This is an optimization exercise on Yosys and OpenROAD, whose aim is small area and few clock cycles, not a production implementation. Only simulation tests tie the RTL to the original design; equivalence was not proved. Power and IR drop assume default switching activity.

==> design/flow/design.v <==
`default_nettype none
package mbdpl_pkg;
    typedef enum logic
    {
        KIND_SAMPLE = 1'b0,
        KIND_FETCH  = 1'b1
    } kind_t;
    localparam int RAW_WIDTH      = 5;
    localparam int TIME_WIDTH     = 32;
    localparam int INTERVAL_WIDTH = 16;
    localparam int ACTION_WIDTH   = 3;
    localparam int DOWN_INDEX     = 3;
    localparam logic [INTERVAL_WIDTH-1:0] INTERVAL_RESET = 16'd50;
    localparam int            ADDR_WIDTH             = 3;
    localparam logic [2:0]    ADDR_DEBOUNCE_INTERVAL = 3'd0;
    localparam int            APB_DATA_WIDTH         = 32;
    localparam int IN_TDATA_WIDTH  = 40;
    localparam int OUT_TDATA_WIDTH = 8;
    typedef struct packed
    {
        logic [TIME_WIDTH-1:0] now_ms;
        logic [RAW_WIDTH-1:0]  raw_levels;
        kind_t                 kind;
    } item_t;
endpackage
`default_nettype wire
`default_nettype none
module mbdpl_button_bank #(
    parameter int BUTTON_COUNT = 5
) (
    input  wire logic                                   clk,
    input  wire logic                                   rst_n,
    input  wire logic                                   fire,
    input  wire mbdpl_pkg::item_t                       item,
    input  wire logic [mbdpl_pkg::INTERVAL_WIDTH-1:0]   interval,
    output logic      [mbdpl_pkg::ACTION_WIDTH-1:0]     action_code,
    output logic                                        down_held
);
    logic [BUTTON_COUNT-1:0]               prev_reg;
    logic [BUTTON_COUNT-1:0]               prev_next;
    logic [BUTTON_COUNT-1:0]               stable_reg;
    logic [BUTTON_COUNT-1:0]               stable_next;
    logic [BUTTON_COUNT-1:0]               press_reg;
    logic [BUTTON_COUNT-1:0]               press_next;
    logic [mbdpl_pkg::TIME_WIDTH-1:0]      change_time_reg [BUTTON_COUNT];
    logic [mbdpl_pkg::TIME_WIDTH-1:0]      change_time_next [BUTTON_COUNT];
    logic [BUTTON_COUNT-1:0]               raw_ext;
    logic [BUTTON_COUNT-1:0]               first_press;
    assign raw_ext = BUTTON_COUNT'(item.raw_levels);
    always_comb
    begin
        logic [mbdpl_pkg::TIME_WIDTH-1:0] elapsed;
        logic                             settled;
        elapsed     = '0;
        settled     = 1'b0;
        prev_next   = prev_reg;
        stable_next = stable_reg;
        press_next  = press_reg;
        action_code = '0;
        first_press = '0;
        for (int i = 0; i < BUTTON_COUNT; i++)
        begin
            change_time_next[i] = change_time_reg[i];
        end
        if (item.kind == mbdpl_pkg::KIND_SAMPLE)
        begin
            prev_next = raw_ext;
            for (int i = 0; i < BUTTON_COUNT; i++)
            begin
                if (raw_ext[i] != prev_reg[i])
                begin
                    change_time_next[i] = item.now_ms;
                end
                elapsed = item.now_ms - change_time_next[i];
                settled = elapsed >= mbdpl_pkg::TIME_WIDTH'(interval);
                if (settled && (raw_ext[i] != stable_reg[i]))
                begin
                    stable_next[i] = raw_ext[i];
                    if (!raw_ext[i])
                    begin
                        press_next[i] = 1'b1;
                    end
                end
            end
        end
        else
        begin
            for (int i = BUTTON_COUNT - 1; i >= 0; i--)
            begin
                if (press_reg[i])
                begin
                    first_press = '0;
                    first_press[i] = 1'b1;
                    action_code = mbdpl_pkg::ACTION_WIDTH'(i + 1);
                end
            end
            press_next = press_reg & ~first_press;
        end
    end
    generate
        if (BUTTON_COUNT > mbdpl_pkg::DOWN_INDEX)
        begin : g_down
            assign down_held = ~stable_next[mbdpl_pkg::DOWN_INDEX];
        end
        else
        begin : g_no_down
            assign down_held = 1'b0;
        end
    endgenerate
    always_ff @(posedge clk or negedge rst_n)
    begin
        if (!rst_n)
        begin
            prev_reg   <= '1;
            stable_reg <= '1;
            press_reg  <= '0;
            for (int i = 0; i < BUTTON_COUNT; i++)
            begin
                change_time_reg[i] <= '0;
            end
        end
        else if (fire)
        begin
            prev_reg   <= prev_next;
            stable_reg <= stable_next;
            press_reg  <= press_next;
            for (int i = 0; i < BUTTON_COUNT; i++)
            begin
                change_time_reg[i] <= change_time_next[i];
            end
        end
    end
endmodule
`default_nettype wire
`default_nettype none
module multi_button_debounce_press_latch #(
    parameter int BUTTON_COUNT = 5
) (
    input  wire logic                                   clk,
    input  wire logic                                   rst_n,
    input  wire logic [mbdpl_pkg::IN_TDATA_WIDTH-1:0]   s_tdata,
    input  wire logic                                   s_tuser,
    input  wire logic                                   s_tvalid,
    output logic                                        s_tready,
    output logic      [mbdpl_pkg::OUT_TDATA_WIDTH-1:0]  m_tdata,
    output logic                                        m_tvalid,
    input  wire logic                                   m_tready,
    input  wire logic                                   psel,
    input  wire logic                                   penable,
    input  wire logic                                   pwrite,
    input  wire logic [mbdpl_pkg::ADDR_WIDTH-1:0]       paddr,
    input  wire logic [mbdpl_pkg::APB_DATA_WIDTH-1:0]   pwdata,
    output logic      [mbdpl_pkg::APB_DATA_WIDTH-1:0]   prdata,
    output logic                                        pready
);
    logic                                       stage_valid_reg;
    mbdpl_pkg::item_t                           stage_item_reg;
    logic                                       out_valid_reg;
    logic [mbdpl_pkg::ACTION_WIDTH-1:0]         out_action_reg;
    logic                                       out_down_reg;
    logic [mbdpl_pkg::INTERVAL_WIDTH-1:0]       interval_reg;
    logic                                       advance;
    logic                                       in_xfer;
    logic                                       cfg_write;
    logic [mbdpl_pkg::ACTION_WIDTH-1:0]         action_code;
    logic                                       down_held;
    mbdpl_pkg::item_t                           in_item;
    assign in_item.kind       = mbdpl_pkg::kind_t'(s_tuser);
    assign in_item.raw_levels = s_tdata[mbdpl_pkg::RAW_WIDTH-1:0];
    assign in_item.now_ms     =
        s_tdata[mbdpl_pkg::RAW_WIDTH +: mbdpl_pkg::TIME_WIDTH];
    assign advance  = stage_valid_reg && (!out_valid_reg || m_tready);
    assign s_tready = !stage_valid_reg || advance;
    assign in_xfer  = s_tvalid && s_tready;
    assign m_tvalid = out_valid_reg;
    assign m_tdata  = {
        (mbdpl_pkg::OUT_TDATA_WIDTH - mbdpl_pkg::ACTION_WIDTH - 1)'(0),
        out_down_reg, out_action_reg};
    assign pready    = 1'b1;
    assign cfg_write = psel && penable && pwrite && pready
                       && (paddr == mbdpl_pkg::ADDR_DEBOUNCE_INTERVAL);
    assign prdata    = (paddr == mbdpl_pkg::ADDR_DEBOUNCE_INTERVAL)
                       ? mbdpl_pkg::APB_DATA_WIDTH'(interval_reg) : '0;
    mbdpl_button_bank #(
        .BUTTON_COUNT (BUTTON_COUNT)
    ) u_bank (
        .clk         (clk),
        .rst_n       (rst_n),
        .fire        (advance),
        .item        (stage_item_reg),
        .interval    (interval_reg),
        .action_code (action_code),
        .down_held   (down_held)
    );
    always_ff @(posedge clk or negedge rst_n)
    begin
        if (!rst_n)
        begin
            stage_valid_reg <= 1'b0;
            out_valid_reg   <= 1'b0;
            interval_reg    <= mbdpl_pkg::INTERVAL_RESET;
        end
        else
        begin
            if (in_xfer)
            begin
                stage_valid_reg <= 1'b1;
            end
            else if (advance)
            begin
                stage_valid_reg <= 1'b0;
            end
            if (advance)
            begin
                out_valid_reg <= 1'b1;
            end
            else if (m_tready)
            begin
                out_valid_reg <= 1'b0;
            end
            if (cfg_write)
            begin
                interval_reg <= pwdata[mbdpl_pkg::INTERVAL_WIDTH-1:0];
            end
        end
    end
    always_ff @(posedge clk)
    begin
        if (in_xfer)
        begin
            stage_item_reg <= in_item;
        end
        if (advance)
        begin
            out_action_reg <= action_code;
            out_down_reg   <= down_held;
        end
    end
endmodule
`default_nettype wire
==> design/flow/run.sh <==
#!/bin/bash
# synth_recipe.tcl (not shown) runs the flow's synth.tcl, then flattens the netlist and writes it again
# the make line also repeats each setting of config.mk as NAME=value (left out here)
make -C /OpenROAD-flow-scripts/flow DESIGN_CONFIG=/design/flow/config.mk WORK_HOME=/design/flow/orfs CLKGATE_MAP_FILE= SYNTH_SCRIPT=/design/flow/synth_recipe.tcl finish
==> design/flow/config.mk <==
export PLATFORM = sky130hd
export DESIGN_NAME = multi_button_debounce_press_latch
export DESIGN_NICKNAME = multi_button_debounce_press_latch
export VERILOG_FILES = /design/flow/design.v
export SDC_FILE = /design/flow/constraint.sdc
export NUM_CORES = 4
export LEC_CHECK = 0
export CAP_MARGIN = 20
export CORE_MARGIN = 2
export CORE_UTILIZATION = 40
export SLEW_MARGIN = 20
==> design/flow/constraint.sdc <==
create_clock -name core_clock -period 6.5 [get_ports {clk}]
set_input_delay 1.3000 -clock core_clock [delete_from_list [all_inputs] [get_ports {clk}]]
set_output_delay 1.3000 -clock core_clock [all_outputs]
set_load 0.01 [all_outputs]
==> summary.md <==
| Metric | Value |
|---|---|
| Maximum single-stage delay on the critical path | 550 ps |
| Clock latency on the worst-skew pair | ~600 ps |
| Die Wd | 240.4 µm |
| Power per cell area | about 420 nW/µm² |
| Starting utilization of the core area | 0.4048 |
| IO buf count | 85 |
| Unrepaired setup endpoints after global routing | no |
| Maximum number of pins on one net before global-route repair | 150 |
| Type of the setup path with the least slack | flop to flop |
| Sinks on the clock net | 235 |
| Root buf cell | clkbuf_16 |
| Post-layout net count | between 3000 and 4000 |
| Required time reported for the critical path endpoint | 7030 ps |
| Gr ovfl total | 0 |
| Buffer levels on the longest clock path | 3 |
| Number of synthesis warnings | 4 |
| Count of instances resized after the clock tree is built | 0 |
| Critical path fanouts, max | 5 |
| Tightest slew margin relative to the limit | 0.3105 |
| Drt initial violations | 1325 |
| Number of flip-flops in the largest register | 160 |
| Routed vias | about 21000 |
| Global placer's final weighted congestion | 0.9474 |
| Count of unresolved DRC violations after routing | 0 |
| Routed wire length | 71800 µm |
| Number of top-level pins | approximately 130 |
| Via count of the first global-routing pass | between 20000 and 25000 |
| Total count of max-transition violations in the final report | 0 |
| Row Count | 86 |
| Final sum of negative setup slack | 0 ps |
| Clock tree from TritonCTS | built |
| Placed wire-length estimate | 53080 µm |
| Most used flip-flop cell after synthesis | dfrtp_1 |
| Type of element capturing the critical path | flop |
| Fraction of layout instances using a drive strength above 1 | 0.07114 |
| Worst min-delay path category | flop to flop |
| Area enclosed by the die boundary | 57780 µm² |
| Status | no timing/DRC/antenna violations |
| Cell variety after synth | 90 |
| Proportion of synthesized chip area in sequential cells | 0.2733 |
| Number of antenna diodes | 0 |
| Number of routed nets with antenna violations | 0 |
| Length of the first detailed-routing pass in iterations | 5 |
| Period utilization | 0.9356 |
| Cell family contributing the most delay on the critical path | compound AO/OA/AOI/OAI gates |
| Post-detailed-route via-to-cell ratio | 5.830 |
| Buffers inserted during post-CTS setup optimization | 0 |
| Core Util, Final | 0.4529 |
| Number of enable-type register cells in the synthesized netlist | 42 |
| Hold-fix buffer count after cts | 0 |
| Max Fclk | 0.1644 GHz |
| Final worst clock skew | 16.97 ps |
| Clock transition at the registers of the reported paths | about 60 ps |
| Number of buffers created by CTS | 31 |
| IR drop worst, VDD | 0.0002429 V |
| Arrival time of the worst setup path | roughly 6600 ps |
| Slew at the pin with the worst max-slew slack | approximately 1000 ps |
| Most used cell along the critical path | ha_1 |
| All-layer global routing usage | 0.2483 |
| Floorplan die height | approximately 240 µm |
| Crit path buf inv count | 1 |
| Cell area after technology mapping | 22350 µm² |
| Max_cap viols | 0 |
| Routed wirelength normalized by instance count | 20.42 µm |
| Average instance area after synthesis | approximately 8.2 µm² |
| H-tree Lvls | 1 |
| Number of hold violations in the final report | 0 |
| Signed area change from the synthesized netlist to the final layout | 11.88% |
| Worst setup SP type | flop |
| Core ar. | 55200 µm² |
| Async set or reset register ratio after synthesis | 0.8213 |
| Time the worst path needs with I/O delays and setup | 6081 ps |
| CP max-delay cell | edfxtp_1 |
| Number of antenna violations at the first check in global routing | 0 |
| Global-route wire length before repair | 112400 µm |
| Internal reg-to-reg setup slack | approximately 420 ps |
| Number of storage elements in the synthesis netlist | around 240 |
| Number of instances in the synthesized netlist | ~2700 |
| Cell-by-cell listing of the critical path | xnor2_2 -> nand2_1 -> o21ai_0 -> ha_1 -> inv_1 -> ha_1 -> o21ba_2 -> o22ai_1 -> a2111oi_2 -> o31ai_1 -> xor2_1 -> ha_1 -> nor2b_1 -> o21ai_0 -> and3_1 -> o2111ai_1 -> or4_1 -> nor4_1 -> o311ai_0 -> nor4_1 -> nand3_1 -> o31ai_1 -> mux2_2 |
| Final setup violating endpoints | 0 |
| Static Leak | 0.01060 µW |
cells by family after synthesis:
family	after synthesis	synth area share
AOI/OAI and AO/OA	851	0.2413
and+or+nand+nor	837	0.1801
buffers and inverters	258	0.04837
DFF	235	0.2733
adders and majority gates	232	0.1246
xor gates and xnor gates	155	0.06108
muxes	152	0.07094
other	2	0.0003361
layout by cell type (no fill, tap or decap), drive strengths merged, types with 45 or more instances in the layout:
cell / synthesis / layout
ha: 185 / 185
o21ai: 279 / 279
inv: 96 / 97
nand2b: 71 / 71
mux2i: 101 / 101
xor2: 70 / 70
a21oi: 198 / 198
maj3: 47 / 47
clkdlybuf4s50: 0 / 84
buf: 54 / 45
dfrtp: 180 / 180
nand2: 303 / 303
nor2: 166 / 166
nor2b: 51 / 51
mux2: 51 / 51
a21o: 72 / 72
xnor2: 85 / 85
final timing paths:
check | to | cells after the start | start
setup / recovery | u_bank.stable_reg[4] | 23 | stage_item_reg[5]
hold / removal | u_bank.change_time_reg[1][16] | 2 | u_bank.change_time_reg[1][16]
setup reg to reg | u_bank.stable_reg[4] | 23 | stage_item_reg[5]
hold reg to reg | u_bank.change_time_reg[1][16] | 2 | u_bank.change_time_reg[1][16]
max in group asynchronous | u_bank.change_time_reg[0][4] | 2 | rst_n
min in group asynchronous | u_bank.change_time_reg[2][8] | 1 | rst_n
metrics by stage:
| stage | setup slack, ps | power (µW) | area (µm²) | hold slack, ps | instances |
|---|---|---|---|---|---|
| global placement | 418.1 | 8484 | 23930 | 462.3 | 3458 |
| floorplan | 798.9 | 7019 | 22420 | 449.2 | 2741 |
| global route | 17.28 | 11380 | 25000 | 499.0 | 3517 |
| CTS | 273.9 | 10460 | 24980 | 483.6 | 3516 |
| finish | 418.9 | 10470 | 25000 | 479.2 | 3517 |
| detailed placement | 348.1 | 8610 | 23930 | 470.0 | 3458 |
layer usage:
metal  wire length (µm)  up-vias  track usage
met1              32000     9885       0.3247
li1                   -     9967            -
met5                  0        -            0
met2              34550      540       0.4355
met4               1984        0      0.06663
met3               3262      111      0.02480
worst min-delay path: cells and delay by family (launching register included):
family / cells / cell delay (ps)
AOI/OAI and AO/OA: 1 / 60
DFF: 1 / 340
and+or+nand+nor: 1 / 40
power breakdown:
part	total [µW]	leakage, µW	switching [µW]	internal (µW)
Sequential	2410	0.00276	441	1970
Clock	1780	0.000505	698	1080
Combinational	6280	0.00734	3680	2600
Yosys cell counts (69+ instances only):
master | n | share of area
inv_1 | 91 | 0.015
xnor2_1 | 85 | 0.033
dfrtp_1 | 180 | 0.20
xor2_1 | 69 | 0.027
a21o_1 | 72 | 0.024
o21ai_0 | 273 | 0.061
a21oi_1 | 197 | 0.044
nand2b_1 | 71 | 0.020
nand2_1 | 303 | 0.051
ha_1 | 185 | 0.10
clkbuf_1 | 106 | 0.018
mux2i_1 | 101 | 0.045
nor2_1 | 165 | 0.028
final cells by class:
cell class / count / area (µm²)
clock buffer: 39 / 815.8
clock inverter: 19 / 231.5
fill: 5471 / 30200
inverter: 98 / 367.9
multi-input combinational: 2248 / 15320
sequential: 235 / 6107
tap: 748 / 935.9
timing repair buffer: 130 / 1225
Testbench counts, summed over its fixed seeds: cycles 12,016.

[separate check: timing with driven ports]
Ports are ideal in the flow. The routed layout listed here was re-timed in OpenROAD. Step 1 sets driving cells, clkbuf_16 on the clock port and buf_2 on the other inputs (assumed; they add their load-dependent delay and slew). Step 2 also shifts input and output timing later by t, the mid clock arrival at the registers, as if the neighbouring blocks saw the same clock. Slacks: ideal / step 1 / step 2; pairs: ideal / step 1.
t, ns: 0.651
slack for setup (ns): 0.419 / 0.419 / 0.419
worst data-port slew with drivers (ns): 0.05
After both steps setup and hold are still met in this run. For this run, drivers alone change the setup slack by 0.000 ns; drivers and shift together by 0.000 ns.
